This design comes from an exercise in tuning for small area, a short achievable clock period and few clock cycles per item on the open sky130 flow, not from production work.
No functional check of the RTL was part of any run shown here.

==> flow/design.v (outline; a module is shown in full before it is edited, if it fits) <==
// module mdct_resonator_bank: 132 lines
// module mrb_lane: 67 lines
// module mrb_fa: 10 lines
// module mrb_ha: 9 lines
// module mrb_csa: 1365 lines
module mdct_resonator_bank #(
    parameter int DW   = 32,
    parameter int CW   = 16,
    parameter int FRAC = 14,
    parameter int NCH  = 4,
    parameter int SAT  = 1,
    parameter int LW   = 16,
    localparam int CHW = (NCH > 1) ? $clog2(NCH) : 1
) (
    input  logic              clk_in,
    input  logic              rst_sys,
    input  logic              start,
    input  logic              abort,
    input  logic [LW-1:0]     frame_len,
    input  logic [NCH*CW-1:0] coef,
    input  logic [DW-1:0]     init_s1,
    input  logic [DW-1:0]     init_s2,
    input  logic              s_valid,
    output logic              s_ready,
    input  logic [DW-1:0]     s_data,
    output logic              m_valid,
    input  logic              m_ready,
    output logic [DW-1:0]     m_data,
    output logic [CHW-1:0]    m_chan,
    output logic              m_last,
    output logic              busy,
    output logic              done
);
  // ...
==> flow/flow/run.sh <==
#!/bin/bash
# Own layout flow: the standard flow (standard.sh) with two changes.
# 1. After the standard synthesis (unchanged), fapol.py removes the inverters
#    that adder extraction left between full-adder cells, by choosing which
#    full adders compute on complemented signals (a full adder is self-dual).
#    Registers and ports are untouched; the logic function is the same.
# 2. repair_timing is asked for a larger setup margin, so that the layout is
#    timed tighter than the 13 ns constraint demands, and the ports get plain
#    buffers. The SDC is not changed.
set -euo pipefail
source flow/params.sh
R=$PWD/orfs/results/sky130hd/mdct_resonator_bank/base
bash standard.sh synth > synth.log 2>&1
cp $R/1_2_yosys.v $R/1_2_yosys.std.v
python3 flow/fapol.py $R/1_2_yosys.std.v $R/1_2_yosys.fapol.v > fapol.log 2>&1
cp $R/1_2_yosys.fapol.v $R/1_2_yosys.v
rm -f $R/1_synth.odb $R/1_synth.sdc
bash standard.sh SETUP_SLACK_MARGIN=$MARGIN "BUFFER_PORTS_ARGS=-buffer_cell $PORTBUF" finish > standard.log 2>&1
==> flow/flow/fapol.py <==
#!/usr/bin/env python3
"""Inverter clean-up around full adders in a flat gate-level netlist.

Yosys's adder extraction leaves inverters between full-adder cells (a full
adder is extracted with inverted inputs or outputs depending on how the
preceding mapping happened to build it). A full adder is self-dual:
FA(~a, ~b, ~c) = (~s, ~co), so each full adder may instead compute on
complemented inputs and deliver complemented outputs. This script chooses,
by local search, which full adders to complement so that as few signals as
possible need an inverter, then rewires the netlist: each signal gets at
most one inverter, XOR/XNOR loads absorb a polarity change by swapping
XOR2 <-> XNOR2, and the old inverters are removed. Registers, ports and all
other cells are left as they are; the logic function is unchanged.

usage: fapol.py in.v out.v
"""
import re
import sys

OUTPINS = {"X", "Y", "Q", "Q_N", "SUM", "COUT", "HI", "LO"}
INV_RE = re.compile(r"^sky130_fd_sc_hd__(inv|clkinv)_\d+$")
FA_RE = re.compile(r"^sky130_fd_sc_hd__fa_\d+$")
XOR_SWAP = {}
for n in ("1", "2", "4"):
    XOR_SWAP["sky130_fd_sc_hd__xor2_" + n] = "sky130_fd_sc_hd__xnor2_" + n
    XOR_SWAP["sky130_fd_sc_hd__xnor2_" + n] = "sky130_fd_sc_hd__xor2_" + n

src = open(sys.argv[1]).read()
blk_re = re.compile(r"^  (sky130_fd_sc_hd__\w+) (\S+)(\s+)\(\n(.*?)\n  \);\n", re.M | re.S)
pin_re = re.compile(r"^    \.(\w+)\((.*)\),?$", re.M)

insts = []
for m in blk_re.finditer(src):
    pins = pin_re.findall(m.group(4))
    insts.append({"type": m.group(1), "name": m.group(2) + m.group(3), "pins": [list(p) for p in pins],
                  "span": (m.start(), m.end())})

ncells = len(re.findall(r"^  sky130_fd_sc_hd__\w+ ", src, re.M))
assert ncells == len(insts), (ncells, len(insts))

def key(net):
    return net.strip()

driver = {}
loads = {}
for i, ins in enumerate(insts):
    for k, (p, n) in enumerate(ins["pins"]):
        n = key(n)
        if p in OUTPINS:
            driver[n] = (i, k)
        else:
            loads.setdefault(n, []).append((i, k))

# nets that are module ports: never re-polarised, and never stripped
hdr = src[:insts[0]["span"][0]] if insts else src
portnames = set()
for m in re.finditer(r"^\s*(input|output|inout)\s+(\[\d+:\d+\]\s+)?(\S+);", hdr, re.M):
    portnames.add(m.group(3))

def is_port(n):
    return n.split("[")[0] in portnames

def is_inv(i):
    return INV_RE.match(insts[i]["type"]) is not None

def root_of(n):
    par = 0
    seen = 0
    while n in driver and is_inv(driver[n][0]) and seen < 16:
        i, _ = driver[n]
        a = [key(x) for p, x in insts[i]["pins"] if p == "A"][0]
        n = a
        par ^= 1
        seen += 1
    return n, par

# consumers of each root: (inst, pinidx, parity, kind)  kind: fa / xor / fixed
cons = {}
frozen = set()
inv_insts = set()
for i, ins in enumerate(insts):
    if is_inv(i):
        inv_insts.add(i)
        continue
    for k, (p, n) in enumerate(ins["pins"]):
        if p in OUTPINS:
            continue
        n = key(n)
        r, par = root_of(n)
        if FA_RE.match(ins["type"]) and p in ("A", "B", "CIN"):
            kind = "fa"
        elif ins["type"] in XOR_SWAP and p in ("A", "B"):
            kind = "xor"
        else:
            kind = "fixed"
        cons.setdefault(r, []).append((i, k, par, kind))
# inverter outputs that are ports are fixed consumers we cannot rewire: freeze
for i in inv_insts:
    y = [key(x) for p, x in insts[i]["pins"] if p == "Y"][0]
    if is_port(y):
        r, _ = root_of(y)
        frozen.add(r)

fa_list = [i for i, ins in enumerate(insts) if FA_RE.match(ins["type"])]
flip = {i: 0 for i in fa_list}
root_fa = {}   # root net -> fa driving it
for i in fa_list:
    for p, n in insts[i]["pins"]:
        if p in ("SUM", "COUT"):
            root_fa[key(n)] = i

def q(r):
    i = root_fa.get(r)
    return flip[i] if i is not None else 0

def cost(r):
    if r not in cons:
        return 0
    qr = q(r)
    for (i, k, par, kind) in cons[r]:
        if kind == "xor":
            continue
        need = par ^ (flip[i] if kind == "fa" else 0)
        if need != qr:
            return 1
    return 0

def touched(f):
    rs = set()
    for p, n in insts[f]["pins"]:
        n = key(n)
        if p in ("SUM", "COUT"):
            rs.add(n)
        elif p in ("A", "B", "CIN"):
            rs.add(root_of(n)[0])
    return rs

def can_flip(f):
    for p, n in insts[f]["pins"]:
        if p in ("SUM", "COUT") and (key(n) in frozen or is_port(key(n))):
            return False
        if p in ("A", "B", "CIN") and root_of(key(n))[0] in frozen:
            return False
    return True

touch = {f: touched(f) for f in fa_list}
before = sum(cost(r) for r in cons)
for it in range(50):
    changed = 0
    for f in fa_list:
        if not can_flip(f):
            continue
        rs = touch[f]
        c0 = sum(cost(r) for r in rs)
        flip[f] ^= 1
        c1 = sum(cost(r) for r in rs)
        if c1 < c0:
            changed += 1
        else:
            flip[f] ^= 1
    if not changed:
        break
after = sum(cost(r) for r in cons)

# rewrite
newinv = {}
extra = []
wires = []
def inv_net(r, rnet_text):
    if r not in newinv:
        k = len(newinv)
        nn = "fapol_n%d" % k
        newinv[r] = nn
        wires.append("  wire %s;\n" % nn)
        extra.append("  sky130_fd_sc_hd__inv_1 fapol_i%d (\n    .A(%s),\n    .Y(%s)\n  );\n" % (k, rnet_text, nn))
    return newinv[r]

# original text of each root net (keep escaped-name spacing)
rtext = {}
for i, ins in enumerate(insts):
    for p, n in ins["pins"]:
        rtext.setdefault(key(n), n)

xor_mis = {}
for r, lst in cons.items():
    if r in frozen:
        continue
    qr = q(r)
    for (i, k, par, kind) in lst:
        p = insts[i]["pins"][k][0]
        if kind == "xor":
            if par != qr:
                xor_mis[i] = xor_mis.get(i, 0) ^ 1
            insts[i]["pins"][k][1] = rtext[r]
            continue
        need = par ^ (flip[i] if kind == "fa" else 0)
        if need == qr:
            insts[i]["pins"][k][1] = rtext[r]
        else:
            insts[i]["pins"][k][1] = inv_net(r, rtext[r])
for i, m in xor_mis.items():
    if m:
        t = insts[i]["type"]
        insts[i]["type"] = XOR_SWAP[t]
        # xor2 drives X, xnor2 drives Y
        for pn in insts[i]["pins"]:
            if pn[0] in ("X", "Y"):
                pn[0] = "Y" if "xnor2" in XOR_SWAP[t] else "X"

# old inverters: drop those whose output no longer has a load
used = set()
for i, ins in enumerate(insts):
    if i in inv_insts:
        continue
    for p, n in ins["pins"]:
        if p not in OUTPINS:
            used.add(key(n))
changed_inv = True
drop = set()
while changed_inv:
    changed_inv = False
    used2 = set(used)
    for i in inv_insts - drop:
        a = [key(x) for p, x in insts[i]["pins"] if p == "A"][0]
        used2.add(a)
    for i in inv_insts - drop:
        y = [key(x) for p, x in insts[i]["pins"] if p == "Y"][0]
        if y not in used2 and not is_port(y):
            drop.add(i)
            changed_inv = True

out = []
pos = 0
for i, ins in enumerate(insts):
    s, e = ins["span"]
    out.append(src[pos:s])
    pos = e
    if i in drop:
        continue
    body = ",\n".join("    .%s(%s)" % (p, n) for p, n in ins["pins"])
    out.append("  %s %s(\n%s\n  );\n" % (ins["type"], ins["name"], body))
tail = src[pos:]
j = tail.rindex("endmodule")
out.append(tail[:j] + "".join(extra) + tail[j:])
text = "".join(out)
# declare new wires right after the module header
h = text.index(");\n") + 3
text = text[:h] + "".join(wires) + text[h:]
open(sys.argv[2], "w").write(text)
sys.stderr.write("fapol: %d full adders, %d flipped, signals needing an inverter %d -> %d, "
                 "inverters removed %d, added %d\n"
                 % (len(fa_list), sum(flip.values()), before, after, len(drop), len(newinv)))
==> flow/flow/params.sh <==
MARGIN=9.0
PORTBUF=sky130_fd_sc_hd__buf_2
==> flow/standard.sh <==
#!/bin/bash
# synth_recipe.tcl (not shown) runs the flow's synth.tcl, then flattens the netlist and writes it again
# the make line also repeats each setting of config.mk as NAME=value (left out here)
make -C /OpenROAD-flow-scripts/flow DESIGN_CONFIG=/design/flow/config.mk WORK_HOME=/design/flow/orfs CLKGATE_MAP_FILE= SYNTH_SCRIPT=/design/flow/synth_recipe.tcl "${@:-finish}"
==> flow/config.mk <==
export PLATFORM = sky130hd
export DESIGN_NAME = mdct_resonator_bank
export DESIGN_NICKNAME = mdct_resonator_bank
export VERILOG_FILES = /design/flow/design.v
export SDC_FILE = /design/flow/constraint.sdc
export NUM_CORES = 4
export LEC_CHECK = 0
export CAP_MARGIN = 20
export CORE_MARGIN = 2
export CORE_UTILIZATION = 60
export SLEW_MARGIN = 20
==> flow/constraint.sdc <==
create_clock -name core_clock -period 13.0 [get_ports {clk_in}]
set_input_delay 2.6000 -clock core_clock [delete_from_list [all_inputs] [get_ports {clk_in}]]
set_output_delay 2.6000 -clock core_clock [all_outputs]
set_load 0.01 [all_outputs]
==> flow_summary.toml, run 1 <==
[final_layout]
clkCellAreaFrac = 0.0363
seq_cells = 470
dominant_cells = "multi-input gates"
buffer_area_frac = 0.0570
multi_input_area_share = 0.583
multi_input_area_um2 = 28800
drive_above_1_share = 0.153
final_cell_mix = "fa_1, a22oi_1, nand2_1, edfxtp_1, xor2_1"
final_util = 0.678

[die]
die_h_um = 275
die_area_um2 = 75600
placementRows = 99

[critical_path]
path_class = "flip-flop to flip-flop"
cpLargestDelayFamily = "compound AO/OA/AOI/OAI gates"
ff2ff_path_depth = 14
crit_end = "m_data[8]"
timing.rr.end = "m_data[8]"

[worst_hold_path]
hold_depth = 2
min_to = "u_l0.d2[31]"

[global_route]
grt_usage = 0.362
grt_pass1_wl_um = 205000
first_global_vias = 33400
grt_use_met3 = 0.0861
grt_max_degree = 129

[yosys]
synth_cells = 4164
synth_area_um2 = 44100

[drt]
wl_um = 138000
route.detailed.drc = 0

[flow_run]
drv_cap = 0

[place]
dp_hpwl_um = 95400
dp_slack_ns = 7.98

[timing]
hold_violations = 0
setup_viol = 0
clock_skew_ns = 0.0353

[status]
outcome = "complete, no violations"
==> module mdct_resonator_bank, before the edit <==
module mdct_resonator_bank #(
    parameter int DW   = 32,
    parameter int CW   = 16,
    parameter int FRAC = 14,
    parameter int NCH  = 4,
    parameter int SAT  = 1,
    parameter int LW   = 16,
    localparam int CHW = (NCH > 1) ? $clog2(NCH) : 1
) (
    input  logic              clk_in,
    input  logic              rst_sys,
    input  logic              start,
    input  logic              abort,
    input  logic [LW-1:0]     frame_len,
    input  logic [NCH*CW-1:0] coef,
    input  logic [DW-1:0]     init_s1,
    input  logic [DW-1:0]     init_s2,
    input  logic              s_valid,
    output logic              s_ready,
    input  logic [DW-1:0]     s_data,
    output logic              m_valid,
    input  logic              m_ready,
    output logic [DW-1:0]     m_data,
    output logic [CHW-1:0]    m_chan,
    output logic              m_last,
    output logic              busy,
    output logic              done
);
    localparam logic [2:0] S_IDLE  = 3'd0;
    localparam logic [2:0] S_P0F   = 3'd1;
    localparam logic [2:0] S_P0    = 3'd2;
    localparam logic [2:0] S_WAIT  = 3'd3;
    localparam logic [2:0] S_P1    = 3'd4;
    localparam logic [2:0] S_FLUSH = 3'd5;
    localparam logic [2:0] S_DRAIN = 3'd6;
    logic [2:0]  state, state_nx;
    logic [15:0] cnt;
    logic        lastf;
    logic        zlen;
    logic [1:0]  rix, rix_nx;
    logic        take_s, take_m;
    logic        st_idle, st_p0f, st_p0, st_wait, st_p1, st_flush, st_drain;
    assign st_idle  = (state == S_IDLE);
    assign st_p0f   = (state == S_P0F);
    assign st_p0    = (state == S_P0);
    assign st_wait  = (state == S_WAIT);
    assign st_p1    = (state == S_P1);
    assign st_flush = (state == S_FLUSH);
    assign st_drain = (state == S_DRAIN);
    assign take_s = s_ready & s_valid & ~abort;
    assign take_m = m_valid & m_ready & ~abort;
    logic        adv, ld_y, nxt_b;
    assign adv   = st_p0f | st_p0 | st_p1 | st_flush;
    assign ld_y  = st_p0 | st_p1 | st_flush;
    assign nxt_b = st_p0f | st_p0 | st_wait;
    logic signed [31:0] x_reg;
    always_ff @(posedge clk_in) begin
        if (s_ready)
            x_reg <= s_data;
    end
    logic [31:0] y0, y1, r1_0, r1_1, d1_0, d1_1;
    mrb_lane u_l0 (
        .clk(clk_in), .idle(st_idle), .adv(adv), .ld_y(ld_y), .nxt_b(nxt_b),
        .ca(coef[15:0]), .cb(coef[31:16]), .init_s1(init_s1), .init_s2(init_s2),
        .x(x_reg), .y(y0), .r1(r1_0), .d1(d1_0)
    );
    mrb_lane u_l1 (
        .clk(clk_in), .idle(st_idle), .adv(adv), .ld_y(ld_y), .nxt_b(nxt_b),
        .ca(coef[47:32]), .cb(coef[63:48]), .init_s1(init_s1), .init_s2(init_s2),
        .x(x_reg), .y(y1), .r1(r1_1), .d1(d1_1)
    );
    always_comb begin
        state_nx = state;
        rix_nx   = rix;
        case (state)
            S_IDLE:  if (start) state_nx = (frame_len == 16'd0) ? S_DRAIN : S_P0F;
            S_P0F,
            S_P0:    state_nx = s_valid ? S_P1 : S_WAIT;
            S_WAIT:  if (s_valid) state_nx = S_P1;
            S_P1:    state_nx = lastf ? S_FLUSH : S_P0;
            S_FLUSH: state_nx = S_DRAIN;
            S_DRAIN: if (m_ready && rix == 2'd3) state_nx = S_IDLE;
            default: state_nx = S_IDLE;
        endcase
        if (st_idle || st_p1)
            rix_nx = 2'd0;
        else if (m_ready && (st_flush || st_drain))
            rix_nx = rix + 2'd1;
        if (abort)
            state_nx = S_IDLE;
    end
    always_ff @(posedge clk_in or posedge rst_sys) begin
        if (rst_sys) begin
            state   <= S_IDLE;
            s_ready <= 1'b0;
            m_valid <= 1'b0;
            busy    <= 1'b0;
            done    <= 1'b0;
        end else begin
            state   <= state_nx;
            s_ready <= (state_nx == S_P0F) || (state_nx == S_P0) || (state_nx == S_WAIT);
            m_valid <= (state_nx == S_FLUSH) || (state_nx == S_DRAIN);
            busy    <= (state_nx != S_IDLE);
            done    <= st_drain && take_m && (rix == 2'd3);
        end
    end
    always_ff @(posedge clk_in) begin
        rix    <= rix_nx;
        m_chan <= rix_nx;
        m_last <= (rix_nx == 2'd3);
        if (st_idle) begin
            cnt  <= frame_len;
            zlen <= (frame_len == 16'd0);
        end else if (take_s) begin
            cnt   <= cnt - 16'd1;
            lastf <= (cnt == 16'd1);
        end
    end
    always_ff @(posedge clk_in) begin
        if (st_idle)
            m_data <= init_s1;
        else if (st_p1 || (st_flush && m_ready))
            m_data <= y0;
        else if (st_drain && m_ready) begin
            case (rix)
                2'd0:    m_data <= r1_0;
                2'd1:    m_data <= zlen ? r1_1 : d1_1;
                default: m_data <= r1_1;
            endcase
        end
    end
endmodule
==> module mrb_lane, before the edit <==
module mrb_lane (
    input  logic        clk,
    input  logic        idle,
    input  logic        adv,
    input  logic        ld_y,
    input  logic        nxt_b,
    input  logic [15:0] ca,
    input  logic [15:0] cb,
    input  logic [31:0] init_s1,
    input  logic [31:0] init_s2,
    input  logic [31:0] x,
    output logic [31:0] y,
    output logic [31:0] r1,
    output logic [31:0] d1
);
    logic [31:0] d2;
    logic [7:0]  one, two, neg;
    logic [33:0] ps, pc, ps_q, pc_q;
    logic        pcin, pcin_q;
    logic [15:0] cn;
    logic [16:0] cx;
    assign cn = nxt_b ? cb : ca;
    assign cx = {cn, 1'b0};
    always_ff @(posedge clk) begin
        for (int j = 0; j < 8; j++) begin
            one[j] <= cx[2*j+1] ^ cx[2*j];
            two[j] <= (cx[2*j+2] & ~cx[2*j+1] & ~cx[2*j]) | (~cx[2*j+2] & cx[2*j+1] & cx[2*j]);
            neg[j] <= cx[2*j+2];
        end
    end
    mrb_csa u_csa (.s1(r1), .s2(d2), .one(one), .two(two), .neg(neg),
                   .ps(ps), .pc(pc), .pcin(pcin));
    always_ff @(posedge clk) begin
        if (adv) begin
            ps_q   <= ps;
            pc_q   <= pc;
            pcin_q <= pcin;
        end
    end
    logic [33:0] xe, s3, c3, yf;
    logic        c3x;
    assign xe = {{2{x[31]}}, x};
    for (genvar i = 0; i < 33; i++) begin : g_s2fa
        mrb_fa u_fa (.a(ps_q[i]), .b(pc_q[i]), .c(xe[i]), .s(s3[i]), .co(c3[i+1]));
    end
    mrb_fa u_fa33 (.a(ps_q[33]), .b(pc_q[33]), .c(xe[33]), .s(s3[33]), .co(c3x));
    assign c3[0] = pcin_q;
    assign yf = s3 + c3;
    always_comb begin
        if (yf[33:31] == 3'b000 || yf[33:31] == 3'b111)
            y = yf[31:0];
        else
            y = yf[33] ? 32'h80000000 : 32'h7fffffff;
    end
    always_ff @(posedge clk) begin
        if (idle) begin
            r1 <= init_s1;
            d1 <= init_s2;
            d2 <= init_s2;
        end else if (adv) begin
            if (ld_y)
                r1 <= y;
            d1 <= r1;
            d2 <= d1;
        end
    end
endmodule
==> run 2, diff against run 1 <==
--- a/flow/design.v
+++ b/flow/design.v
@@ -119,15 +119,17 @@
     always_ff @(posedge clk_in) begin
         if (st_idle)
             m_data <= init_s1;
-        else if (st_p1 || (st_flush && m_ready))
-            m_data <= y0;
-        else if (st_drain && m_ready) begin
-            case (rix)
-                2'd0:    m_data <= r1_0;
-                2'd1:    m_data <= zlen ? r1_1 : d1_1;
+        else if (st_drain) begin
+            case (rix_nx)
+                2'd0:    m_data <= zlen ? r1_0 : d1_0;
+                2'd1:    m_data <= r1_0;
+                2'd2:    m_data <= zlen ? r1_1 : d1_1;
                 default: m_data <= r1_1;
             endcase
-        end
+        end else if (st_flush && !m_ready)
+            m_data <= r1_0;
+        else
+            m_data <= y0;
     end
 endmodule
 module mrb_lane (
@@ -146,7 +148,7 @@
     output logic [31:0] d1
 );
     logic [31:0] d2;
-    logic [7:0]  one, two, neg;
+    logic [7:0]  one, two, neg, one_n, two_n, neg_n;
     logic [33:0] ps, pc, ps_q, pc_q;
     logic        pcin, pcin_q;
     logic [15:0] cn;
@@ -158,9 +160,12 @@
             one[j] <= cx[2*j+1] ^ cx[2*j];
             two[j] <= (cx[2*j+2] & ~cx[2*j+1] & ~cx[2*j]) | (~cx[2*j+2] & cx[2*j+1] & cx[2*j]);
             neg[j] <= cx[2*j+2];
+            one_n[j] <= ~(cx[2*j+1] ^ cx[2*j]);
+            two_n[j] <= ~((cx[2*j+2] & ~cx[2*j+1] & ~cx[2*j]) | (~cx[2*j+2] & cx[2*j+1] & cx[2*j]));
+            neg_n[j] <= ~cx[2*j+2];
         end
     end
-    mrb_csa u_csa (.s1(r1), .s2(d2), .one(one), .two(two), .neg(neg),
+    mrb_csa u_csa (.s1(r1), .s2(d2), .one(one), .two(two), .neg(neg), .one_n(one_n), .two_n(two_n), .neg_n(neg_n),
                    .ps(ps), .pc(pc), .pcin(pcin));
     always_ff @(posedge clk) begin
         if (adv) begin
@@ -222,6 +227,9 @@
     input  logic [7:0]  one,
     input  logic [7:0]  two,
     input  logic [7:0]  neg,
+    input  logic [7:0]  one_n,
+    input  logic [7:0]  two_n,
+    input  logic [7:0]  neg_n,
     output logic [33:0] ps,
     output logic [33:0] pc,
     output logic        pcin
@@ -1047,23 +1055,23 @@
     assign pp0_14 = ((one[0] & s1[14]) | (two[0] & s1[13])) ^ neg[0];
     assign pp0_15 = ((one[0] & s1[15]) | (two[0] & s1[14])) ^ neg[0];
     assign pp0_16 = ((one[0] & s1[16]) | (two[0] & s1[15])) ^ neg[0];
-    assign pp0_17 = ((one[0] & s1[17]) | (two[0] & s1[16])) ^ neg[0];
-    assign pp0_18 = ((one[0] & s1[18]) | (two[0] & s1[17])) ^ neg[0];
-    assign pp0_19 = ((one[0] & s1[19]) | (two[0] & s1[18])) ^ neg[0];
-    assign pp0_20 = ((one[0] & s1[20]) | (two[0] & s1[19])) ^ neg[0];
-    assign pp0_21 = ((one[0] & s1[21]) | (two[0] & s1[20])) ^ neg[0];
-    assign pp0_22 = ((one[0] & s1[22]) | (two[0] & s1[21])) ^ neg[0];
-    assign pp0_23 = ((one[0] & s1[23]) | (two[0] & s1[22])) ^ neg[0];
-    assign pp0_24 = ((one[0] & s1[24]) | (two[0] & s1[23])) ^ neg[0];
-    assign pp0_25 = ((one[0] & s1[25]) | (two[0] & s1[24])) ^ neg[0];
-    assign pp0_26 = ((one[0] & s1[26]) | (two[0] & s1[25])) ^ neg[0];
-    assign pp0_27 = ((one[0] & s1[27]) | (two[0] & s1[26])) ^ neg[0];
-    assign pp0_28 = ((one[0] & s1[28]) | (two[0] & s1[27])) ^ neg[0];
-    assign pp0_29 = ((one[0] & s1[29]) | (two[0] & s1[28])) ^ neg[0];
-    assign pp0_30 = ((one[0] & s1[30]) | (two[0] & s1[29])) ^ neg[0];
-    assign pp0_31 = ((one[0] & s1[31]) | (two[0] & s1[30])) ^ neg[0];
-    assign pp0_32 = ((one[0] & s1[31]) | (two[0] & s1[31])) ^ neg[0];
-    assign pps0 = ~((s1[31] & (one[0] | two[0])) ^ neg[0]);
+    assign pp0_17 = ~(((~one_n[0] & s1[17]) | (~two_n[0] & s1[16])) ^ neg_n[0]);
+    assign pp0_18 = ~(((~one_n[0] & s1[18]) | (~two_n[0] & s1[17])) ^ neg_n[0]);
+    assign pp0_19 = ~(((~one_n[0] & s1[19]) | (~two_n[0] & s1[18])) ^ neg_n[0]);
+    assign pp0_20 = ~(((~one_n[0] & s1[20]) | (~two_n[0] & s1[19])) ^ neg_n[0]);
+    assign pp0_21 = ~(((~one_n[0] & s1[21]) | (~two_n[0] & s1[20])) ^ neg_n[0]);
+    assign pp0_22 = ~(((~one_n[0] & s1[22]) | (~two_n[0] & s1[21])) ^ neg_n[0]);
+    assign pp0_23 = ~(((~one_n[0] & s1[23]) | (~two_n[0] & s1[22])) ^ neg_n[0]);
+    assign pp0_24 = ~(((~one_n[0] & s1[24]) | (~two_n[0] & s1[23])) ^ neg_n[0]);
+    assign pp0_25 = ~(((~one_n[0] & s1[25]) | (~two_n[0] & s1[24])) ^ neg_n[0]);
+    assign pp0_26 = ~(((~one_n[0] & s1[26]) | (~two_n[0] & s1[25])) ^ neg_n[0]);
+    assign pp0_27 = ~(((~one_n[0] & s1[27]) | (~two_n[0] & s1[26])) ^ neg_n[0]);
+    assign pp0_28 = ~(((~one_n[0] & s1[28]) | (~two_n[0] & s1[27])) ^ neg_n[0]);
+    assign pp0_29 = ~(((~one_n[0] & s1[29]) | (~two_n[0] & s1[28])) ^ neg_n[0]);
+    assign pp0_30 = ~(((~one_n[0] & s1[30]) | (~two_n[0] & s1[29])) ^ neg_n[0]);
+    assign pp0_31 = ~(((~one_n[0] & s1[31]) | (~two_n[0] & s1[30])) ^ neg_n[0]);
+    assign pp0_32 = ~(((~one_n[0] & s1[31]) | (~two_n[0] & s1[31])) ^ neg_n[0]);
+    assign pps0 = (s1[31] & ~(one_n[0] & two_n[0])) ^ neg_n[0];
     assign pp1_0 = ((one[1] & s1[0])) ^ neg[1];
     assign pp1_1 = ((one[1] & s1[1]) | (two[1] & s1[0])) ^ neg[1];
     assign pp1_2 = ((one[1] & s1[2]) | (two[1] & s1[1])) ^ neg[1];
@@ -1081,23 +1089,23 @@
     assign pp1_14 = ((one[1] & s1[14]) | (two[1] & s1[13])) ^ neg[1];
     assign pp1_15 = ((one[1] & s1[15]) | (two[1] & s1[14])) ^ neg[1];
     assign pp1_16 = ((one[1] & s1[16]) | (two[1] & s1[15])) ^ neg[1];
-    assign pp1_17 = ((one[1] & s1[17]) | (two[1] & s1[16])) ^ neg[1];
-    assign pp1_18 = ((one[1] & s1[18]) | (two[1] & s1[17])) ^ neg[1];
-    assign pp1_19 = ((one[1] & s1[19]) | (two[1] & s1[18])) ^ neg[1];
-    assign pp1_20 = ((one[1] & s1[20]) | (two[1] & s1[19])) ^ neg[1];
-    assign pp1_21 = ((one[1] & s1[21]) | (two[1] & s1[20])) ^ neg[1];
-    assign pp1_22 = ((one[1] & s1[22]) | (two[1] & s1[21])) ^ neg[1];
-    assign pp1_23 = ((one[1] & s1[23]) | (two[1] & s1[22])) ^ neg[1];
-    assign pp1_24 = ((one[1] & s1[24]) | (two[1] & s1[23])) ^ neg[1];
-    assign pp1_25 = ((one[1] & s1[25]) | (two[1] & s1[24])) ^ neg[1];
-    assign pp1_26 = ((one[1] & s1[26]) | (two[1] & s1[25])) ^ neg[1];
-    assign pp1_27 = ((one[1] & s1[27]) | (two[1] & s1[26])) ^ neg[1];
-    assign pp1_28 = ((one[1] & s1[28]) | (two[1] & s1[27])) ^ neg[1];
-    assign pp1_29 = ((one[1] & s1[29]) | (two[1] & s1[28])) ^ neg[1];
-    assign pp1_30 = ((one[1] & s1[30]) | (two[1] & s1[29])) ^ neg[1];
-    assign pp1_31 = ((one[1] & s1[31]) | (two[1] & s1[30])) ^ neg[1];
-    assign pp1_32 = ((one[1] & s1[31]) | (two[1] & s1[31])) ^ neg[1];
-    assign pps1 = ~((s1[31] & (one[1] | two[1])) ^ neg[1]);
+    assign pp1_17 = ~(((~one_n[1] & s1[17]) | (~two_n[1] & s1[16])) ^ neg_n[1]);
+    assign pp1_18 = ~(((~one_n[1] & s1[18]) | (~two_n[1] & s1[17])) ^ neg_n[1]);
+    assign pp1_19 = ~(((~one_n[1] & s1[19]) | (~two_n[1] & s1[18])) ^ neg_n[1]);
+    assign pp1_20 = ~(((~one_n[1] & s1[20]) | (~two_n[1] & s1[19])) ^ neg_n[1]);
+    assign pp1_21 = ~(((~one_n[1] & s1[21]) | (~two_n[1] & s1[20])) ^ neg_n[1]);
+    assign pp1_22 = ~(((~one_n[1] & s1[22]) | (~two_n[1] & s1[21])) ^ neg_n[1]);
+    assign pp1_23 = ~(((~one_n[1] & s1[23]) | (~two_n[1] & s1[22])) ^ neg_n[1]);
+    assign pp1_24 = ~(((~one_n[1] & s1[24]) | (~two_n[1] & s1[23])) ^ neg_n[1]);
+    assign pp1_25 = ~(((~one_n[1] & s1[25]) | (~two_n[1] & s1[24])) ^ neg_n[1]);
+    assign pp1_26 = ~(((~one_n[1] & s1[26]) | (~two_n[1] & s1[25])) ^ neg_n[1]);
+    assign pp1_27 = ~(((~one_n[1] & s1[27]) | (~two_n[1] & s1[26])) ^ neg_n[1]);
+    assign pp1_28 = ~(((~one_n[1] & s1[28]) | (~two_n[1] & s1[27])) ^ neg_n[1]);
+    assign pp1_29 = ~(((~one_n[1] & s1[29]) | (~two_n[1] & s1[28])) ^ neg_n[1]);
+    assign pp1_30 = ~(((~one_n[1] & s1[30]) | (~two_n[1] & s1[29])) ^ neg_n[1]);
+    assign pp1_31 = ~(((~one_n[1] & s1[31]) | (~two_n[1] & s1[30])) ^ neg_n[1]);
+    assign pp1_32 = ~(((~one_n[1] & s1[31]) | (~two_n[1] & s1[31])) ^ neg_n[1]);
+    assign pps1 = (s1[31] & ~(one_n[1] & two_n[1])) ^ neg_n[1];
     assign pp2_0 = ((one[2] & s1[0])) ^ neg[2];
     assign pp2_1 = ((one[2] & s1[1]) | (two[2] & s1[0])) ^ neg[2];
     assign pp2_2 = ((one[2] & s1[2]) | (two[2] & s1[1])) ^ neg[2];
@@ -1115,23 +1123,23 @@
     assign pp2_14 = ((one[2] & s1[14]) | (two[2] & s1[13])) ^ neg[2];
     assign pp2_15 = ((one[2] & s1[15]) | (two[2] & s1[14])) ^ neg[2];
     assign pp2_16 = ((one[2] & s1[16]) | (two[2] & s1[15])) ^ neg[2];
-    assign pp2_17 = ((one[2] & s1[17]) | (two[2] & s1[16])) ^ neg[2];
-    assign pp2_18 = ((one[2] & s1[18]) | (two[2] & s1[17])) ^ neg[2];
-    assign pp2_19 = ((one[2] & s1[19]) | (two[2] & s1[18])) ^ neg[2];
-    assign pp2_20 = ((one[2] & s1[20]) | (two[2] & s1[19])) ^ neg[2];
-    assign pp2_21 = ((one[2] & s1[21]) | (two[2] & s1[20])) ^ neg[2];
-    assign pp2_22 = ((one[2] & s1[22]) | (two[2] & s1[21])) ^ neg[2];
-    assign pp2_23 = ((one[2] & s1[23]) | (two[2] & s1[22])) ^ neg[2];
-    assign pp2_24 = ((one[2] & s1[24]) | (two[2] & s1[23])) ^ neg[2];
-    assign pp2_25 = ((one[2] & s1[25]) | (two[2] & s1[24])) ^ neg[2];
-    assign pp2_26 = ((one[2] & s1[26]) | (two[2] & s1[25])) ^ neg[2];
-    assign pp2_27 = ((one[2] & s1[27]) | (two[2] & s1[26])) ^ neg[2];
-    assign pp2_28 = ((one[2] & s1[28]) | (two[2] & s1[27])) ^ neg[2];
-    assign pp2_29 = ((one[2] & s1[29]) | (two[2] & s1[28])) ^ neg[2];
-    assign pp2_30 = ((one[2] & s1[30]) | (two[2] & s1[29])) ^ neg[2];
-    assign pp2_31 = ((one[2] & s1[31]) | (two[2] & s1[30])) ^ neg[2];
-    assign pp2_32 = ((one[2] & s1[31]) | (two[2] & s1[31])) ^ neg[2];
-    assign pps2 = ~((s1[31] & (one[2] | two[2])) ^ neg[2]);
+    assign pp2_17 = ~(((~one_n[2] & s1[17]) | (~two_n[2] & s1[16])) ^ neg_n[2]);
+    assign pp2_18 = ~(((~one_n[2] & s1[18]) | (~two_n[2] & s1[17])) ^ neg_n[2]);
+    assign pp2_19 = ~(((~one_n[2] & s1[19]) | (~two_n[2] & s1[18])) ^ neg_n[2]);
+    assign pp2_20 = ~(((~one_n[2] & s1[20]) | (~two_n[2] & s1[19])) ^ neg_n[2]);
+    assign pp2_21 = ~(((~one_n[2] & s1[21]) | (~two_n[2] & s1[20])) ^ neg_n[2]);
+    assign pp2_22 = ~(((~one_n[2] & s1[22]) | (~two_n[2] & s1[21])) ^ neg_n[2]);
+    assign pp2_23 = ~(((~one_n[2] & s1[23]) | (~two_n[2] & s1[22])) ^ neg_n[2]);
+    assign pp2_24 = ~(((~one_n[2] & s1[24]) | (~two_n[2] & s1[23])) ^ neg_n[2]);
+    assign pp2_25 = ~(((~one_n[2] & s1[25]) | (~two_n[2] & s1[24])) ^ neg_n[2]);
+    assign pp2_26 = ~(((~one_n[2] & s1[26]) | (~two_n[2] & s1[25])) ^ neg_n[2]);
+    assign pp2_27 = ~(((~one_n[2] & s1[27]) | (~two_n[2] & s1[26])) ^ neg_n[2]);
+    assign pp2_28 = ~(((~one_n[2] & s1[28]) | (~two_n[2] & s1[27])) ^ neg_n[2]);
+    assign pp2_29 = ~(((~one_n[2] & s1[29]) | (~two_n[2] & s1[28])) ^ neg_n[2]);
+    assign pp2_30 = ~(((~one_n[2] & s1[30]) | (~two_n[2] & s1[29])) ^ neg_n[2]);
+    assign pp2_31 = ~(((~one_n[2] & s1[31]) | (~two_n[2] & s1[30])) ^ neg_n[2]);
+    assign pp2_32 = ~(((~one_n[2] & s1[31]) | (~two_n[2] & s1[31])) ^ neg_n[2]);
+    assign pps2 = (s1[31] & ~(one_n[2] & two_n[2])) ^ neg_n[2];
     assign pp3_0 = ((one[3] & s1[0])) ^ neg[3];
     assign pp3_1 = ((one[3] & s1[1]) | (two[3] & s1[0])) ^ neg[3];
     assign pp3_2 = ((one[3] & s1[2]) | (two[3] & s1[1])) ^ neg[3];
@@ -1149,23 +1157,23 @@
     assign pp3_14 = ((one[3] & s1[14]) | (two[3] & s1[13])) ^ neg[3];
     assign pp3_15 = ((one[3] & s1[15]) | (two[3] & s1[14])) ^ neg[3];
     assign pp3_16 = ((one[3] & s1[16]) | (two[3] & s1[15])) ^ neg[3];
-    assign pp3_17 = ((one[3] & s1[17]) | (two[3] & s1[16])) ^ neg[3];
-    assign pp3_18 = ((one[3] & s1[18]) | (two[3] & s1[17])) ^ neg[3];
-    assign pp3_19 = ((one[3] & s1[19]) | (two[3] & s1[18])) ^ neg[3];
-    assign pp3_20 = ((one[3] & s1[20]) | (two[3] & s1[19])) ^ neg[3];
-    assign pp3_21 = ((one[3] & s1[21]) | (two[3] & s1[20])) ^ neg[3];
-    assign pp3_22 = ((one[3] & s1[22]) | (two[3] & s1[21])) ^ neg[3];
-    assign pp3_23 = ((one[3] & s1[23]) | (two[3] & s1[22])) ^ neg[3];
-    assign pp3_24 = ((one[3] & s1[24]) | (two[3] & s1[23])) ^ neg[3];
-    assign pp3_25 = ((one[3] & s1[25]) | (two[3] & s1[24])) ^ neg[3];
-    assign pp3_26 = ((one[3] & s1[26]) | (two[3] & s1[25])) ^ neg[3];
-    assign pp3_27 = ((one[3] & s1[27]) | (two[3] & s1[26])) ^ neg[3];
-    assign pp3_28 = ((one[3] & s1[28]) | (two[3] & s1[27])) ^ neg[3];
-    assign pp3_29 = ((one[3] & s1[29]) | (two[3] & s1[28])) ^ neg[3];
-    assign pp3_30 = ((one[3] & s1[30]) | (two[3] & s1[29])) ^ neg[3];
-    assign pp3_31 = ((one[3] & s1[31]) | (two[3] & s1[30])) ^ neg[3];
-    assign pp3_32 = ((one[3] & s1[31]) | (two[3] & s1[31])) ^ neg[3];
-    assign pps3 = ~((s1[31] & (one[3] | two[3])) ^ neg[3]);
+    assign pp3_17 = ~(((~one_n[3] & s1[17]) | (~two_n[3] & s1[16])) ^ neg_n[3]);
+    assign pp3_18 = ~(((~one_n[3] & s1[18]) | (~two_n[3] & s1[17])) ^ neg_n[3]);
+    assign pp3_19 = ~(((~one_n[3] & s1[19]) | (~two_n[3] & s1[18])) ^ neg_n[3]);
+    assign pp3_20 = ~(((~one_n[3] & s1[20]) | (~two_n[3] & s1[19])) ^ neg_n[3]);
+    assign pp3_21 = ~(((~one_n[3] & s1[21]) | (~two_n[3] & s1[20])) ^ neg_n[3]);
+    assign pp3_22 = ~(((~one_n[3] & s1[22]) | (~two_n[3] & s1[21])) ^ neg_n[3]);
+    assign pp3_23 = ~(((~one_n[3] & s1[23]) | (~two_n[3] & s1[22])) ^ neg_n[3]);
+    assign pp3_24 = ~(((~one_n[3] & s1[24]) | (~two_n[3] & s1[23])) ^ neg_n[3]);
+    assign pp3_25 = ~(((~one_n[3] & s1[25]) | (~two_n[3] & s1[24])) ^ neg_n[3]);
+    assign pp3_26 = ~(((~one_n[3] & s1[26]) | (~two_n[3] & s1[25])) ^ neg_n[3]);
+    assign pp3_27 = ~(((~one_n[3] & s1[27]) | (~two_n[3] & s1[26])) ^ neg_n[3]);
+    assign pp3_28 = ~(((~one_n[3] & s1[28]) | (~two_n[3] & s1[27])) ^ neg_n[3]);
+    assign pp3_29 = ~(((~one_n[3] & s1[29]) | (~two_n[3] & s1[28])) ^ neg_n[3]);
+    assign pp3_30 = ~(((~one_n[3] & s1[30]) | (~two_n[3] & s1[29])) ^ neg_n[3]);
+    assign pp3_31 = ~(((~one_n[3] & s1[31]) | (~two_n[3] & s1[30])) ^ neg_n[3]);
+    assign pp3_32 = ~(((~one_n[3] & s1[31]) | (~two_n[3] & s1[31])) ^ neg_n[3]);
+    assign pps3 = (s1[31] & ~(one_n[3] & two_n[3])) ^ neg_n[3];
     assign pp4_0 = ((one[4] & s1[0])) ^ neg[4];
     assign pp4_1 = ((one[4] & s1[1]) | (two[4] & s1[0])) ^ neg[4];
     assign pp4_2 = ((one[4] & s1[2]) | (two[4] & s1[1])) ^ neg[4];
@@ -1183,23 +1191,23 @@
     assign pp4_14 = ((one[4] & s1[14]) | (two[4] & s1[13])) ^ neg[4];
     assign pp4_15 = ((one[4] & s1[15]) | (two[4] & s1[14])) ^ neg[4];
     assign pp4_16 = ((one[4] & s1[16]) | (two[4] & s1[15])) ^ neg[4];
-    assign pp4_17 = ((one[4] & s1[17]) | (two[4] & s1[16])) ^ neg[4];
-    assign pp4_18 = ((one[4] & s1[18]) | (two[4] & s1[17])) ^ neg[4];
-    assign pp4_19 = ((one[4] & s1[19]) | (two[4] & s1[18])) ^ neg[4];
-    assign pp4_20 = ((one[4] & s1[20]) | (two[4] & s1[19])) ^ neg[4];
-    assign pp4_21 = ((one[4] & s1[21]) | (two[4] & s1[20])) ^ neg[4];
-    assign pp4_22 = ((one[4] & s1[22]) | (two[4] & s1[21])) ^ neg[4];
-    assign pp4_23 = ((one[4] & s1[23]) | (two[4] & s1[22])) ^ neg[4];
-    assign pp4_24 = ((one[4] & s1[24]) | (two[4] & s1[23])) ^ neg[4];
-    assign pp4_25 = ((one[4] & s1[25]) | (two[4] & s1[24])) ^ neg[4];
-    assign pp4_26 = ((one[4] & s1[26]) | (two[4] & s1[25])) ^ neg[4];
-    assign pp4_27 = ((one[4] & s1[27]) | (two[4] & s1[26])) ^ neg[4];
-    assign pp4_28 = ((one[4] & s1[28]) | (two[4] & s1[27])) ^ neg[4];
-    assign pp4_29 = ((one[4] & s1[29]) | (two[4] & s1[28])) ^ neg[4];
-    assign pp4_30 = ((one[4] & s1[30]) | (two[4] & s1[29])) ^ neg[4];
-    assign pp4_31 = ((one[4] & s1[31]) | (two[4] & s1[30])) ^ neg[4];
-    assign pp4_32 = ((one[4] & s1[31]) | (two[4] & s1[31])) ^ neg[4];
-    assign pps4 = ~((s1[31] & (one[4] | two[4])) ^ neg[4]);
+    assign pp4_17 = ~(((~one_n[4] & s1[17]) | (~two_n[4] & s1[16])) ^ neg_n[4]);
+    assign pp4_18 = ~(((~one_n[4] & s1[18]) | (~two_n[4] & s1[17])) ^ neg_n[4]);
+    assign pp4_19 = ~(((~one_n[4] & s1[19]) | (~two_n[4] & s1[18])) ^ neg_n[4]);
+    assign pp4_20 = ~(((~one_n[4] & s1[20]) | (~two_n[4] & s1[19])) ^ neg_n[4]);
+    assign pp4_21 = ~(((~one_n[4] & s1[21]) | (~two_n[4] & s1[20])) ^ neg_n[4]);
+    assign pp4_22 = ~(((~one_n[4] & s1[22]) | (~two_n[4] & s1[21])) ^ neg_n[4]);
+    assign pp4_23 = ~(((~one_n[4] & s1[23]) | (~two_n[4] & s1[22])) ^ neg_n[4]);
+    assign pp4_24 = ~(((~one_n[4] & s1[24]) | (~two_n[4] & s1[23])) ^ neg_n[4]);
+    assign pp4_25 = ~(((~one_n[4] & s1[25]) | (~two_n[4] & s1[24])) ^ neg_n[4]);
+    assign pp4_26 = ~(((~one_n[4] & s1[26]) | (~two_n[4] & s1[25])) ^ neg_n[4]);
+    assign pp4_27 = ~(((~one_n[4] & s1[27]) | (~two_n[4] & s1[26])) ^ neg_n[4]);
+    assign pp4_28 = ~(((~one_n[4] & s1[28]) | (~two_n[4] & s1[27])) ^ neg_n[4]);
+    assign pp4_29 = ~(((~one_n[4] & s1[29]) | (~two_n[4] & s1[28])) ^ neg_n[4]);
+    assign pp4_30 = ~(((~one_n[4] & s1[30]) | (~two_n[4] & s1[29])) ^ neg_n[4]);
+    assign pp4_31 = ~(((~one_n[4] & s1[31]) | (~two_n[4] & s1[30])) ^ neg_n[4]);
+    assign pp4_32 = ~(((~one_n[4] & s1[31]) | (~two_n[4] & s1[31])) ^ neg_n[4]);
+    assign pps4 = (s1[31] & ~(one_n[4] & two_n[4])) ^ neg_n[4];
     assign pp5_0 = ((one[5] & s1[0])) ^ neg[5];
     assign pp5_1 = ((one[5] & s1[1]) | (two[5] & s1[0])) ^ neg[5];
     assign pp5_2 = ((one[5] & s1[2]) | (two[5] & s1[1])) ^ neg[5];
@@ -1217,23 +1225,23 @@
     assign pp5_14 = ((one[5] & s1[14]) | (two[5] & s1[13])) ^ neg[5];
     assign pp5_15 = ((one[5] & s1[15]) | (two[5] & s1[14])) ^ neg[5];
     assign pp5_16 = ((one[5] & s1[16]) | (two[5] & s1[15])) ^ neg[5];
-    assign pp5_17 = ((one[5] & s1[17]) | (two[5] & s1[16])) ^ neg[5];
-    assign pp5_18 = ((one[5] & s1[18]) | (two[5] & s1[17])) ^ neg[5];
-    assign pp5_19 = ((one[5] & s1[19]) | (two[5] & s1[18])) ^ neg[5];
-    assign pp5_20 = ((one[5] & s1[20]) | (two[5] & s1[19])) ^ neg[5];
-    assign pp5_21 = ((one[5] & s1[21]) | (two[5] & s1[20])) ^ neg[5];
-    assign pp5_22 = ((one[5] & s1[22]) | (two[5] & s1[21])) ^ neg[5];
-    assign pp5_23 = ((one[5] & s1[23]) | (two[5] & s1[22])) ^ neg[5];
-    assign pp5_24 = ((one[5] & s1[24]) | (two[5] & s1[23])) ^ neg[5];
-    assign pp5_25 = ((one[5] & s1[25]) | (two[5] & s1[24])) ^ neg[5];
-    assign pp5_26 = ((one[5] & s1[26]) | (two[5] & s1[25])) ^ neg[5];
-    assign pp5_27 = ((one[5] & s1[27]) | (two[5] & s1[26])) ^ neg[5];
-    assign pp5_28 = ((one[5] & s1[28]) | (two[5] & s1[27])) ^ neg[5];
-    assign pp5_29 = ((one[5] & s1[29]) | (two[5] & s1[28])) ^ neg[5];
-    assign pp5_30 = ((one[5] & s1[30]) | (two[5] & s1[29])) ^ neg[5];
-    assign pp5_31 = ((one[5] & s1[31]) | (two[5] & s1[30])) ^ neg[5];
-    assign pp5_32 = ((one[5] & s1[31]) | (two[5] & s1[31])) ^ neg[5];
-    assign pps5 = ~((s1[31] & (one[5] | two[5])) ^ neg[5]);
+    assign pp5_17 = ~(((~one_n[5] & s1[17]) | (~two_n[5] & s1[16])) ^ neg_n[5]);
+    assign pp5_18 = ~(((~one_n[5] & s1[18]) | (~two_n[5] & s1[17])) ^ neg_n[5]);
+    assign pp5_19 = ~(((~one_n[5] & s1[19]) | (~two_n[5] & s1[18])) ^ neg_n[5]);
+    assign pp5_20 = ~(((~one_n[5] & s1[20]) | (~two_n[5] & s1[19])) ^ neg_n[5]);
+    assign pp5_21 = ~(((~one_n[5] & s1[21]) | (~two_n[5] & s1[20])) ^ neg_n[5]);
+    assign pp5_22 = ~(((~one_n[5] & s1[22]) | (~two_n[5] & s1[21])) ^ neg_n[5]);
+    assign pp5_23 = ~(((~one_n[5] & s1[23]) | (~two_n[5] & s1[22])) ^ neg_n[5]);
+    assign pp5_24 = ~(((~one_n[5] & s1[24]) | (~two_n[5] & s1[23])) ^ neg_n[5]);
+    assign pp5_25 = ~(((~one_n[5] & s1[25]) | (~two_n[5] & s1[24])) ^ neg_n[5]);
+    assign pp5_26 = ~(((~one_n[5] & s1[26]) | (~two_n[5] & s1[25])) ^ neg_n[5]);
+    assign pp5_27 = ~(((~one_n[5] & s1[27]) | (~two_n[5] & s1[26])) ^ neg_n[5]);
+    assign pp5_28 = ~(((~one_n[5] & s1[28]) | (~two_n[5] & s1[27])) ^ neg_n[5]);
+    assign pp5_29 = ~(((~one_n[5] & s1[29]) | (~two_n[5] & s1[28])) ^ neg_n[5]);
+    assign pp5_30 = ~(((~one_n[5] & s1[30]) | (~two_n[5] & s1[29])) ^ neg_n[5]);
+    assign pp5_31 = ~(((~one_n[5] & s1[31]) | (~two_n[5] & s1[30])) ^ neg_n[5]);
+    assign pp5_32 = ~(((~one_n[5] & s1[31]) | (~two_n[5] & s1[31])) ^ neg_n[5]);
+    assign pps5 = (s1[31] & ~(one_n[5] & two_n[5])) ^ neg_n[5];
     assign pp6_0 = ((one[6] & s1[0])) ^ neg[6];
     assign pp6_1 = ((one[6] & s1[1]) | (two[6] & s1[0])) ^ neg[6];
     assign pp6_2 = ((one[6] & s1[2]) | (two[6] & s1[1])) ^ neg[6];
@@ -1251,23 +1259,23 @@
     assign pp6_14 = ((one[6] & s1[14]) | (two[6] & s1[13])) ^ neg[6];
     assign pp6_15 = ((one[6] & s1[15]) | (two[6] & s1[14])) ^ neg[6];
     assign pp6_16 = ((one[6] & s1[16]) | (two[6] & s1[15])) ^ neg[6];
-    assign pp6_17 = ((one[6] & s1[17]) | (two[6] & s1[16])) ^ neg[6];
-    assign pp6_18 = ((one[6] & s1[18]) | (two[6] & s1[17])) ^ neg[6];
-    assign pp6_19 = ((one[6] & s1[19]) | (two[6] & s1[18])) ^ neg[6];
-    assign pp6_20 = ((one[6] & s1[20]) | (two[6] & s1[19])) ^ neg[6];
-    assign pp6_21 = ((one[6] & s1[21]) | (two[6] & s1[20])) ^ neg[6];
-    assign pp6_22 = ((one[6] & s1[22]) | (two[6] & s1[21])) ^ neg[6];
-    assign pp6_23 = ((one[6] & s1[23]) | (two[6] & s1[22])) ^ neg[6];
-    assign pp6_24 = ((one[6] & s1[24]) | (two[6] & s1[23])) ^ neg[6];
-    assign pp6_25 = ((one[6] & s1[25]) | (two[6] & s1[24])) ^ neg[6];
-    assign pp6_26 = ((one[6] & s1[26]) | (two[6] & s1[25])) ^ neg[6];
-    assign pp6_27 = ((one[6] & s1[27]) | (two[6] & s1[26])) ^ neg[6];
-    assign pp6_28 = ((one[6] & s1[28]) | (two[6] & s1[27])) ^ neg[6];
-    assign pp6_29 = ((one[6] & s1[29]) | (two[6] & s1[28])) ^ neg[6];
-    assign pp6_30 = ((one[6] & s1[30]) | (two[6] & s1[29])) ^ neg[6];
-    assign pp6_31 = ((one[6] & s1[31]) | (two[6] & s1[30])) ^ neg[6];
-    assign pp6_32 = ((one[6] & s1[31]) | (two[6] & s1[31])) ^ neg[6];
-    assign pps6 = ~((s1[31] & (one[6] | two[6])) ^ neg[6]);
+    assign pp6_17 = ~(((~one_n[6] & s1[17]) | (~two_n[6] & s1[16])) ^ neg_n[6]);
+    assign pp6_18 = ~(((~one_n[6] & s1[18]) | (~two_n[6] & s1[17])) ^ neg_n[6]);
+    assign pp6_19 = ~(((~one_n[6] & s1[19]) | (~two_n[6] & s1[18])) ^ neg_n[6]);
+    assign pp6_20 = ~(((~one_n[6] & s1[20]) | (~two_n[6] & s1[19])) ^ neg_n[6]);
+    assign pp6_21 = ~(((~one_n[6] & s1[21]) | (~two_n[6] & s1[20])) ^ neg_n[6]);
+    assign pp6_22 = ~(((~one_n[6] & s1[22]) | (~two_n[6] & s1[21])) ^ neg_n[6]);
+    assign pp6_23 = ~(((~one_n[6] & s1[23]) | (~two_n[6] & s1[22])) ^ neg_n[6]);
+    assign pp6_24 = ~(((~one_n[6] & s1[24]) | (~two_n[6] & s1[23])) ^ neg_n[6]);
+    assign pp6_25 = ~(((~one_n[6] & s1[25]) | (~two_n[6] & s1[24])) ^ neg_n[6]);
+    assign pp6_26 = ~(((~one_n[6] & s1[26]) | (~two_n[6] & s1[25])) ^ neg_n[6]);
+    assign pp6_27 = ~(((~one_n[6] & s1[27]) | (~two_n[6] & s1[26])) ^ neg_n[6]);
+    assign pp6_28 = ~(((~one_n[6] & s1[28]) | (~two_n[6] & s1[27])) ^ neg_n[6]);
+    assign pp6_29 = ~(((~one_n[6] & s1[29]) | (~two_n[6] & s1[28])) ^ neg_n[6]);
+    assign pp6_30 = ~(((~one_n[6] & s1[30]) | (~two_n[6] & s1[29])) ^ neg_n[6]);
+    assign pp6_31 = ~(((~one_n[6] & s1[31]) | (~two_n[6] & s1[30])) ^ neg_n[6]);
+    assign pp6_32 = ~(((~one_n[6] & s1[31]) | (~two_n[6] & s1[31])) ^ neg_n[6]);
+    assign pps6 = (s1[31] & ~(one_n[6] & two_n[6])) ^ neg_n[6];
     assign pp7_0 = ((one[7] & s1[0])) ^ neg[7];
     assign pp7_1 = ((one[7] & s1[1]) | (two[7] & s1[0])) ^ neg[7];
     assign pp7_2 = ((one[7] & s1[2]) | (two[7] & s1[1])) ^ neg[7];
@@ -1285,23 +1293,23 @@
     assign pp7_14 = ((one[7] & s1[14]) | (two[7] & s1[13])) ^ neg[7];
     assign pp7_15 = ((one[7] & s1[15]) | (two[7] & s1[14])) ^ neg[7];
     assign pp7_16 = ((one[7] & s1[16]) | (two[7] & s1[15])) ^ neg[7];
-    assign pp7_17 = ((one[7] & s1[17]) | (two[7] & s1[16])) ^ neg[7];
-    assign pp7_18 = ((one[7] & s1[18]) | (two[7] & s1[17])) ^ neg[7];
-    assign pp7_19 = ((one[7] & s1[19]) | (two[7] & s1[18])) ^ neg[7];
-    assign pp7_20 = ((one[7] & s1[20]) | (two[7] & s1[19])) ^ neg[7];
-    assign pp7_21 = ((one[7] & s1[21]) | (two[7] & s1[20])) ^ neg[7];
-    assign pp7_22 = ((one[7] & s1[22]) | (two[7] & s1[21])) ^ neg[7];
-    assign pp7_23 = ((one[7] & s1[23]) | (two[7] & s1[22])) ^ neg[7];
-    assign pp7_24 = ((one[7] & s1[24]) | (two[7] & s1[23])) ^ neg[7];
-    assign pp7_25 = ((one[7] & s1[25]) | (two[7] & s1[24])) ^ neg[7];
-    assign pp7_26 = ((one[7] & s1[26]) | (two[7] & s1[25])) ^ neg[7];
-    assign pp7_27 = ((one[7] & s1[27]) | (two[7] & s1[26])) ^ neg[7];
-    assign pp7_28 = ((one[7] & s1[28]) | (two[7] & s1[27])) ^ neg[7];
-    assign pp7_29 = ((one[7] & s1[29]) | (two[7] & s1[28])) ^ neg[7];
-    assign pp7_30 = ((one[7] & s1[30]) | (two[7] & s1[29])) ^ neg[7];
-    assign pp7_31 = ((one[7] & s1[31]) | (two[7] & s1[30])) ^ neg[7];
-    assign pp7_32 = ((one[7] & s1[31]) | (two[7] & s1[31])) ^ neg[7];
-    assign pps7 = ~((s1[31] & (one[7] | two[7])) ^ neg[7]);
+    assign pp7_17 = ~(((~one_n[7] & s1[17]) | (~two_n[7] & s1[16])) ^ neg_n[7]);
+    assign pp7_18 = ~(((~one_n[7] & s1[18]) | (~two_n[7] & s1[17])) ^ neg_n[7]);
+    assign pp7_19 = ~(((~one_n[7] & s1[19]) | (~two_n[7] & s1[18])) ^ neg_n[7]);
+    assign pp7_20 = ~(((~one_n[7] & s1[20]) | (~two_n[7] & s1[19])) ^ neg_n[7]);
+    assign pp7_21 = ~(((~one_n[7] & s1[21]) | (~two_n[7] & s1[20])) ^ neg_n[7]);
+    assign pp7_22 = ~(((~one_n[7] & s1[22]) | (~two_n[7] & s1[21])) ^ neg_n[7]);
+    assign pp7_23 = ~(((~one_n[7] & s1[23]) | (~two_n[7] & s1[22])) ^ neg_n[7]);
+    assign pp7_24 = ~(((~one_n[7] & s1[24]) | (~two_n[7] & s1[23])) ^ neg_n[7]);
+    assign pp7_25 = ~(((~one_n[7] & s1[25]) | (~two_n[7] & s1[24])) ^ neg_n[7]);
+    assign pp7_26 = ~(((~one_n[7] & s1[26]) | (~two_n[7] & s1[25])) ^ neg_n[7]);
+    assign pp7_27 = ~(((~one_n[7] & s1[27]) | (~two_n[7] & s1[26])) ^ neg_n[7]);
+    assign pp7_28 = ~(((~one_n[7] & s1[28]) | (~two_n[7] & s1[27])) ^ neg_n[7]);
+    assign pp7_29 = ~(((~one_n[7] & s1[29]) | (~two_n[7] & s1[28])) ^ neg_n[7]);
+    assign pp7_30 = ~(((~one_n[7] & s1[30]) | (~two_n[7] & s1[29])) ^ neg_n[7]);
+    assign pp7_31 = ~(((~one_n[7] & s1[31]) | (~two_n[7] & s1[30])) ^ neg_n[7]);
+    assign pp7_32 = ~(((~one_n[7] & s1[31]) | (~two_n[7] & s1[31])) ^ neg_n[7]);
+    assign pps7 = (s1[31] & ~(one_n[7] & two_n[7])) ^ neg_n[7];
     assign fs1 = ~(ns2[0] ^ neg[7]);
     assign fc2 = ns2[0] | neg[7];
     mrb_ha u_hs3 (.a(ns2[1]), .b(pp0_15), .s(hs3), .co(hc4));
==> flow/flow/run.sh (replaced) <==
#!/bin/bash
set -euo pipefail
source flow/params.sh
bash standard.sh SETUP_SLACK_MARGIN=$MARGIN "BUFFER_PORTS_ARGS=-buffer_cell $PORTBUF" finish > standard.log 2>&1
==> flow/flow/params.sh (replaced) <==
MARGIN=9.4
PORTBUF=sky130_fd_sc_hd__buf_2
--- a/flow/config.mk
+++ b/flow/config.mk
@@ -5,6 +5,7 @@
 export SDC_FILE = /design/flow/constraint.sdc
 export NUM_CORES = 4
 export LEC_CHECK = 0
+export ABC_CLOCK_PERIOD_IN_PS = 4000
 export CAP_MARGIN = 20
 export CORE_MARGIN = 2
 export CORE_UTILIZATION = 60
removed: flow/flow/fapol.py
==> run 2 against run 1 <==
Final area is 10% higher. Critical path depth up 3. Die area up 4.4%. Fmax shrank 1.4%. Register-to-register slack got worse by 0.06 ns. Hold slack gained 0.010 ns. Clock skew up 0.0038 ns.
==> flow_summary.toml, run 2 <==
[timing]
post-route-period-util = 0.323
period_needed_ns = 4.21
setup_viol = 0
fmax_mhz = 238
tns_ns = 0
hold_violations = 0
clock_skew_ns = 0.0391
max-slew-margin-rel = 0.265
slew_viol_final = 0
whs_ns = 0.530
rsz0062_at_grt = "true"
worst_slew_pin_slew_ns = 1.10

[die]
ios = 221
initial_core_util = 0.606
placementRows = 101
die_w_um = 281
core_area_um2 = 75900
die_h_um = 281
die_area_um2 = 78900

[flow_run]
drv_cap = 0

[global_route]
first_global_vias = 36800
grt_max_degree = 71
antenna_found_initial = 12
gr-total-overflow = 0
grt_usage = 0.387
grt_pass1_wl_um = 228000

[final_layout]
layout.nets = 5622
final_cell_mix = "inv_1, fa_1, nand2_1, xnor2_1, edfxtp_1"
final_util = 0.717
drive_above_1_share = 0.218
final_common_cell = "inv_1"
area.growth.synth_to_final_pct = 18.4

[drt]
ant_nets = 0
route.detailed.drc = 0
drt_iter0_markers = 4669
wl_per_cell_um = 26.1
wl_um = 153000
dr.pass1.iters = 6
vias = 36900
vias_per_cell = 6.31

[yosys]
synth_top_area_frac = 0.248
synth_top_cell_by_area = "edfxtp_1"
syn_nets = 5436
ys_ff_latch = 518
synth_commonest_cells = "inv_1, fa_1, nand2_1, xnor2_1, edfxtp_1"
synth_cells = 4573
synthFlopType = "edfxtp_1"
synth_edf_count = 380
ys_types = 81
syn_area_per_cell_um2 = 10.1
synthTopCellsByArea = "edfxtp_1, fa_1, xnor2_1"
yosysSeqAreaShare = 0.309
async_flop_share = 0.0135
ys_warn_count = 2
yosysMostFrequentCell = "inv_1"
synth_area_um2 = 46000

[critical_path]
path_class = "flip-flop to flip-flop"
required_ns = 13.50
worst_ep_arrival_time_ns = 4.71
startpoint_type = "flip-flop"
path_max_fanout = 6
crit_path_end_kind = "flip-flop"

[place]
port_buffers = 220
gp_congestion = 1.01
dp_hpwl_um = 103000

[clock_tree]
ctsHoldBuffers = 0
cts_sinks = 518
clkLatencyLatePin_ns = 0.68
clk_pin_slew_ns = 0.06
h-tree-depth = 2
cts_tree = "yes"
root_buffer = "clkbuf_16"
cts_buffers = 58
clock_path_buffers = 3

[worst_hold_path]
hold_path.class = "flip-flop to flip-flop"

[status]
outcome = "complete, no violations"
[run 2: repair_timing]
action                     4_1_cts  5_1_grt
cloned                          24        4
setup buffers                  150       41
resized for setup              486      199
setup endpoints to repair      237      290
pin swaps                      145       99
[run 2: area by class of cell]
class	instances	area [µm²]
Antenna cell	7	17.5
Clock buffer	76	1660
Clock inverter	34	427
Fill cell	5564	21500
Inverter	557	2190
Multi-Input combinational cell	3128	30200
Sequential cell	518	14400
Tap cell	1030	1290
Timing Repair Buffer	496	4350
[run 2: kinds of logic (layout without fill, tap and decap cells)]
kind of cell / count (synthesis) / in the layout / synth area share
flip-flops: 518 / 518 / 0.309
multiplexers: 35 / 35 / 0.00764
XOR/XNOR: 629 / 629 / 0.120
adder cells (fa/ha/maj): 681 / 681 / 0.268
AO/OA/AOI/OAI: 1049 / 1049 / 0.152
other: 0 / 7 / 0
buffers and inverters: 934 / 1163 / 0.0772
AND/OR/NAND/NOR: 727 / 734 / 0.0659
[run 2: critical path, cell delays in order (launching register included)]
cell	delay, ns
edfxtp_1	0.41
buf_6	0.14
fa_2	0.47
ha_4	0.19
fa_2	0.34
a21o_1	0.23
a31oi_4	0.23
o22ai_4	0.12
o41a_1	0.52
nand3_2	0.16
a21o_1	0.17
nand3_2	0.13
a211oi_4	0.26
buf_4	0.16
buf_8	0.14
nor2_4	0.05
buf_12	0.17
a21oi_1	0.13
[run 2: path summary, 6_finish.rpt]
kind,startpoint,depth (start not counted),slack (ns),end
setup / recovery,x_reg[0],17,8.79,u_l1.r1[1]
max in group asynchronous,rst_sys,2,10.91,state[2]
min in group asynchronous,rst_sys,2,1.85,m_valid
hold reg to reg,u_l0.r1[29],2,0.53,m_data[29]
setup reg to reg,x_reg[0],17,8.79,u_l1.r1[1]
hold / removal,u_l0.r1[29],2,0.53,m_data[29]
[run 2: metal layers]
metal / up-vias / GRT usage / part of all wire
met2: 2355 / 0.586 / 0.45
met3: 397 / 0.105 / 0.12
met4: 14 / 0.167 / 0.050
met1: 18300 / 0.525 / 0.38
li1: 15800 / - / -
met5: - / 0 / 0.00054
[run 2: through the flow]
stage	cells	setup slack (ns)	area [µm²]
6_report	5846	8.79	54500
5_1_grt	5840	8.76	54500
3_3_place_gp	5510	8.06	47600
2_1_floorplan	4573	7.96	46600
4_1_cts	5794	9.00	53300
3_5_place_dp	5510	7.99	47600

[re-timing with driven ports]
How much do the figures lean on ideal ports? The routed layouts below were timed once more, with nothing changed but the port constraints. Step 1, drivers: a clkbuf_16 drives clk_in and a buf_2 each remaining input, both assumed. Step 2 adds t to the input delays and takes it off the output delays; t is the mean of the earliest and latest rising clock arrival at the registers after step 1. Input paths then give back, and output paths get back, about the clock's delay inside the block. Slacks: ideal ports / drivers / drivers and shift; pairs: ideal ports / drivers.
| run | shift t [ns] | slack for setup (ns) | hold slack, ns | worst register clock-pin slew, ns | cell pins on the clock port's net |
|---|---|---|---|---|---|
| run 1 | 0.690 | 8.855 / 8.855 / 8.420 | 0.520 / 0.520 / 0.520 | 0.07 / 0.07 | 1 |
| run 2 | 0.724 | 8.795 / 8.795 / 8.248 | 0.530 / 0.530 / 0.530 | 0.07 / 0.07 | 1 |
After both steps every run listed still meets setup and hold. For run 2, which loses most, drivers alone change the setup slack by 0.000 ns; drivers and shift together by -0.547 ns.
